Background: an optimization exercise with open tools, aiming at small area and a short achievable clock period. Do not read the settings as production practice. In this exercise RTL edits were held to simulation tests only and were not proved equivalent to the original. Power is estimated from default activity; no workload was simulated.

## job 1403
==> flow/design.v <==
`timescale 1ns/1ns
package fetch_pkg;
    typedef logic [31:0] word_t;
    typedef enum logic [1:0] {
        strong_nt = 2'b00,
        weak_nt   = 2'b01,
        weak_t    = 2'b10,
        strong_t  = 2'b11
    } pred_state_e;
    typedef struct packed {
        logic  branch;
        logic  taken;
        logic  mispredict;
        word_t branch_pc;
        word_t dest;
    } resolve_t;
    typedef struct packed {
        word_t pc;
        word_t npc;
        word_t instr;
    } fetch_t;
endpackage
`timescale 1ns/1ns
module instruction_rom #(
    parameter int DEPTH = 32
) (
    input  logic [3:0]       sel_lo,
    input  logic [7:0]       sel_hi,
    output fetch_pkg::word_t instr_word
);
    fetch_pkg::word_t rom [DEPTH];
    initial begin
        $readmemh("program.hex", rom);
    end
    always_comb begin
        instr_word = '0;
        for (int w = 0; w < DEPTH; w++) begin
            instr_word = instr_word | (rom[w] & {32{sel_lo[w % 4] && sel_hi[w / 4]}});
        end
    end
endmodule
`timescale 1ns/1ns
module target_buffer #(
    parameter int DEPTH = 32
) (
    input  logic                   clk,
    input  logic                   rst,
    input  logic [DEPTH-1:0]       target_we,
    input  fetch_pkg::word_t       target_data,
    output logic [DEPTH-1:0]       valid,
    input  logic [DEPTH-1:0]       any_sel,
    input  logic [DEPTH-1:0]       rd_sel,
    output logic [1:0][31:0]       rd_half_n
);
    localparam int HALF = DEPTH / 2;
    logic [DEPTH-1:0][31:0] next_addr;
    logic [DEPTH-1:0][31:0] rd_term;
    always_ff @(posedge clk) begin
        for (int i = 0; i < DEPTH; i++) begin
            if (target_we[i]) begin
                next_addr[i] <= target_data;
            end
        end
    end
    always_ff @(posedge clk or posedge rst) begin
        if (rst) begin
            valid <= '0;
        end else begin
            valid <= valid | target_we;
        end
    end
    for (genvar i = 0; i < DEPTH; i++) begin : g_entry
        for (genvar b = 0; b < 32; b++) begin : g_bit
            if (((i + 1) >> b) & 1) begin : g_one
                assign rd_term[i][b] = any_sel[i] && (next_addr[i][b] || !valid[i]);
            end else begin : g_zero
                assign rd_term[i][b] = rd_sel[i] && next_addr[i][b];
            end
        end
    end
    always_comb begin
        for (int h = 0; h < 2; h++) begin
            rd_half_n[h] = '1;
            for (int i = 0; i < HALF; i++) begin
                rd_half_n[h] = rd_half_n[h] & ~rd_term[h * HALF + i];
            end
        end
    end
endmodule
`timescale 1ns/1ns
module predictor_table #(
    parameter int DEPTH = 32
) (
    input  logic                     clk,
    input  logic                     rst,
    input  logic                     step_en,
    input  logic                     taken,
    input  logic [$clog2(DEPTH)-1:0] upd_idx,
    output logic [DEPTH-1:0]         target_we
);
    logic [DEPTH-1:0] dir;
    logic [DEPTH-1:0] sat;
    logic [DEPTH-1:0] hit;
    logic [DEPTH-1:0] cross_t;
    logic [DEPTH-1:0] cross_n;
    logic [3:0]       dec_lo;
    logic [7:0]       dec_hi;
    index_predecode u_dec (
        .idx (upd_idx),
        .en  (step_en),
        .lo  (dec_lo),
        .hi  (dec_hi)
    );
    always_comb begin
        for (int i = 0; i < DEPTH; i++) begin
            hit[i]     = dec_lo[i % 4] && dec_hi[i / 4];
            cross_t[i] = !sat[i] && !dir[i];
            cross_n[i] = !sat[i] && dir[i];
            target_we[i] = hit[i] && (taken ? cross_t[i] : cross_n[i]);
        end
    end
    always_ff @(posedge clk or posedge rst) begin
        if (rst) begin
            dir <= '0;
            sat <= '0;
        end else begin
            for (int i = 0; i < DEPTH; i++) begin
                dir[i] <= dir[i] ^ target_we[i];
                if (hit[i]) begin
                    sat[i] <= (dir[i] == taken);
                end
            end
        end
    end
endmodule
`timescale 1ns/1ns
module fetch_sequencer #(
    parameter int DEPTH = 32
) (
    input  logic                     clk,
    input  logic                     rst,
    input  logic                     stall,
    input  logic                     mem_stall,
    input  logic                     mispredict,
    input  fetch_pkg::word_t         dest,
    output logic [3:0]               rom_lo,
    output logic [7:0]               rom_hi,
    input  fetch_pkg::word_t         instr_word,
    input  logic [DEPTH-1:0]         valid,
    output logic [DEPTH-1:0]         any_sel,
    output logic [DEPTH-1:0]         rd_sel,
    input  logic [1:0][31:0]         rd_half_n,
    output fetch_pkg::word_t         fetch_pc,
    output fetch_pkg::word_t         fetch_npc,
    output fetch_pkg::word_t         fetch_instr
);
    localparam int IDX_W = $clog2(DEPTH);
    fetch_pkg::word_t fetch_addr;
    logic [IDX_W-1:0] fetch_idx;
    logic [3:0]       dec_lo;
    logic [7:0]       dec_hi;
    logic             load_en;
    assign fetch_addr = mispredict ? dest : npc_q;
    assign fetch_idx  = fetch_addr[IDX_W-1:0];
    assign load_en  = !mem_stall && (mispredict || !stall);
    index_predecode u_dec (
        .idx (fetch_idx),
        .en  (load_en),
        .lo  (dec_lo),
        .hi  (dec_hi)
    );
    assign rom_lo = dec_lo;
    assign rom_hi = dec_hi;
    always_comb begin
        for (int i = 0; i < DEPTH; i++) begin
            any_sel[i] = dec_lo[i % 4] && dec_hi[i / 4];
            rd_sel[i]  = valid[i] && dec_lo[i % 4] && dec_hi[i / 4];
        end
    end
    always_ff @(posedge clk or posedge rst) begin
        if (rst) begin
            fetch_pc <= '0;
        end else if (load_en) begin
            fetch_pc <= fetch_addr;
        end
    end
    fetch_pkg::word_t npc_q;
    fetch_pkg::word_t npc_nxt;
    assign npc_nxt = ~(rd_half_n[0] & rd_half_n[1] & ~(npc_q & {32{!load_en}}));
    always_ff @(posedge clk or posedge rst) begin
        if (rst) begin
            npc_q       <= '0;
            fetch_instr <= '0;
        end else begin
            npc_q       <= npc_nxt;
            fetch_instr <= instr_word | (fetch_instr & {32{!load_en}});
        end
    end
    port_reg u_npc_out (
        .clk (clk),
        .rst (rst),
        .d   (npc_nxt),
        .q   (fetch_npc)
    );
endmodule
module index_predecode (
    input  logic [4:0] idx,
    input  logic       en,
    output logic [3:0] lo,
    output logic [7:0] hi
);
    always_comb begin
        for (int i = 0; i < 4; i++) begin
            lo[i] = (idx[1:0] == 2'(i));
        end
        for (int i = 0; i < 8; i++) begin
            hi[i] = en && (idx[4:2] == 3'(i));
        end
    end
endmodule
module port_reg (
    input  logic             clk,
    input  logic             rst,
    input  fetch_pkg::word_t d,
    output fetch_pkg::word_t q
);
    always_ff @(posedge clk or posedge rst) begin
        if (rst) begin
            q <= '0;
        end else begin
            q <= d;
        end
    end
endmodule
`timescale 1ns/1ns
module fetch_unit #(
    parameter int DEPTH = 32
) (
    input  logic        clk,
    input  logic        rst,
    input  logic        stall,
    input  logic        mem_stall,
    input  logic        resolve_branch,
    input  logic        resolve_taken,
    input  logic        resolve_mispredict,
    input  logic [31:0] resolve_branch_pc,
    input  logic [31:0] resolve_dest,
    output logic [31:0] fetch_pc,
    output logic [31:0] fetch_npc,
    output logic [31:0] fetch_instr
);
    localparam int IDX_W = $clog2(DEPTH);
    logic [3:0]       rom_lo;
    logic [7:0]       rom_hi;
    fetch_pkg::word_t instr_word;
    logic [DEPTH-1:0] rd_sel;
    logic [DEPTH-1:0] any_sel;
    logic [DEPTH-1:0] valid;
    logic [1:0][31:0] rd_half_n;
    logic [DEPTH-1:0] target_we;
    fetch_sequencer #(
        .DEPTH (DEPTH)
    ) u_seq (
        .clk          (clk),
        .rst          (rst),
        .stall        (stall),
        .mem_stall    (mem_stall),
        .mispredict   (resolve_mispredict),
        .dest         (resolve_dest),
        .rom_lo       (rom_lo),
        .rom_hi       (rom_hi),
        .instr_word   (instr_word),
        .valid        (valid),
        .any_sel      (any_sel),
        .rd_sel       (rd_sel),
        .rd_half_n    (rd_half_n),
        .fetch_pc     (fetch_pc),
        .fetch_npc    (fetch_npc),
        .fetch_instr  (fetch_instr)
    );
    instruction_rom #(
        .DEPTH (DEPTH)
    ) u_rom (
        .sel_lo     (rom_lo),
        .sel_hi     (rom_hi),
        .instr_word (instr_word)
    );
    target_buffer #(
        .DEPTH (DEPTH)
    ) u_tgt (
        .clk          (clk),
        .rst          (rst),
        .target_we    (target_we),
        .target_data  (resolve_dest),
        .valid        (valid),
        .any_sel      (any_sel),
        .rd_sel       (rd_sel),
        .rd_half_n    (rd_half_n)
    );
    predictor_table #(
        .DEPTH (DEPTH)
    ) u_pred (
        .clk        (clk),
        .rst        (rst),
        .step_en    (resolve_branch && !mem_stall),
        .taken      (resolve_taken),
        .upd_idx    (resolve_branch_pc[IDX_W-1:0]),
        .target_we  (target_we)
    );
endmodule
Settings: LEC_CHECK=0, CAP_MARGIN=20, CORE_MARGIN=2, CORE_UTILIZATION=60, SETUP_SLACK_MARGIN=3.1, SLEW_MARGIN=20, SYNTH_HIERARCHICAL=1, SYNTH_MINIMUM_KEEP_SIZE=0, TNS_END_PERCENT=0; clock period 5.0 ns.
standard.sh (not shown) runs the stock make flow with config.mk's settings and CLKGATE_MAP_FILE= SYNTH_SCRIPT=/design/flow/synth_recipe.tcl, a recipe that flattens the netlist after the stock synthesis.
==> flow/flow/run.sh <==
#!/bin/bash
# The standard layout (the standard.sh, standard synthesis unchanged) with
# two changes made through ORFS's own environment hooks:
#  - port buffers are buf_2 cells rather than the slow delay cells that
#    buffer_ports picks by default;
#  - clock tree: larger sink clusters and no dummy loads.
# ORFS's per-step logs go to orfs/logs/; make's whole output to standard.log.
set -euo pipefail
export BUFFER_PORTS_ARGS="-buffer_cell sky130_fd_sc_hd__buf_2"
export CTS_ARGS="-sink_clustering_enable -repair_clock_nets -dont_use_dummy_load -sink_clustering_size 24 -sink_clustering_max_diameter 80"
bash standard.sh > standard.log 2>&1
Job 1403 was carried through to the last stage, and its layout satisfied the timing, DRC and antenna checks.
Changes in job 6719 relative to job 1403:
- SETUP_SLACK_MARGIN: 3.1 -> 2.9
- TNS_END_PERCENT: 0 -> 5
[summary]
In the flow results for job 1403 and job 6719, the smallest setup slack after layout is larger on job 1403. On area added between synthesis and finish: between job 1403 and job 6719, it ends up higher for job 6719. Job 1403 has lower via count than job 6719. Side by side, fraction of cell area in non-clock buffers turned out higher in job 6719 than in job 1403. The highest metal layer with signal wires comes out met5 in one run and met4 in the other, namely in job 6719 and job 1403 respectively.
## Diff of input files: job 6811 against job 6719
- changing TNS_END_PERCENT from 5 to 0
- setting PLACE_DENSITY to 0.72 for the first time
- changing SETUP_SLACK_MARGIN from 2.9 to 3.1
==> results.txt <==
- Diff job 6719..job 6811 | fraction of the cycle the final worst path needs | negligible
- STATUS via count: job 6811 wins against job 6719
- The multi-input combinational gate total on job 6811 is in line with that on job 6719.
- Compared job 6811 against job 6719; number of flip-flops and latches within noise.
- Cmp job 6719 and job 6811 / worst-case headroom to the max-slew limit / higher: job 6811
- | post-detailed-route wirelength per cell | higher: job 6719 |
- Relative to job 6719, number of non-clock inverters in the layout has gone up in job 6811.
- Delta (job 6811 minus job 6719): cell area dropped 2.0%, wire length went down by 6.8%, power consumption now smaller, routability-driven placement congestion ratio rose by about 6.4%.

==> separate check: timing with driven ports <==
Ports are ideal in the flow. The routed layouts listed here were re-timed in OpenROAD.
Step 1 sets driving cells, clkbuf_16 on the clock port and buf_2 on the other inputs (assumed; they add their load-dependent delay and slew).
Step 2 adds t to the input delays and takes it off the output delays; t is the mean of the earliest and latest rising clock arrival at the registers after step 1. Input paths then give back, and output paths get back, about the clock's delay inside the block.
a / b / c = ideal ports / drivers / drivers and shift; a / b = the first two.
| run | t (ns) | setup WS [ns] | worst hold slack (ns) | worst setup path after step 2 | cell pins on the clock port's net |
|---|---|---|---|---|---|
| job 1403 | 0.707 | 2.338 / 2.270 / 1.563 | 0.465 / 0.416 / 0.474 | input to register | 1 |
| job 6719 | 0.718 | 2.321 / 2.248 / 1.530 | 0.472 / 0.472 / 0.472 | input to register | 1 |
| job 6811 | 0.707 | 2.326 / 2.330 / 1.625 | 0.472 / 0.427 / 0.472 | input to register | 1 |
After both steps every run listed still meets setup and hold. The setup slack of job 6719, which loses most, moves by -0.073 ns with the drivers and by -0.791 ns with both steps.
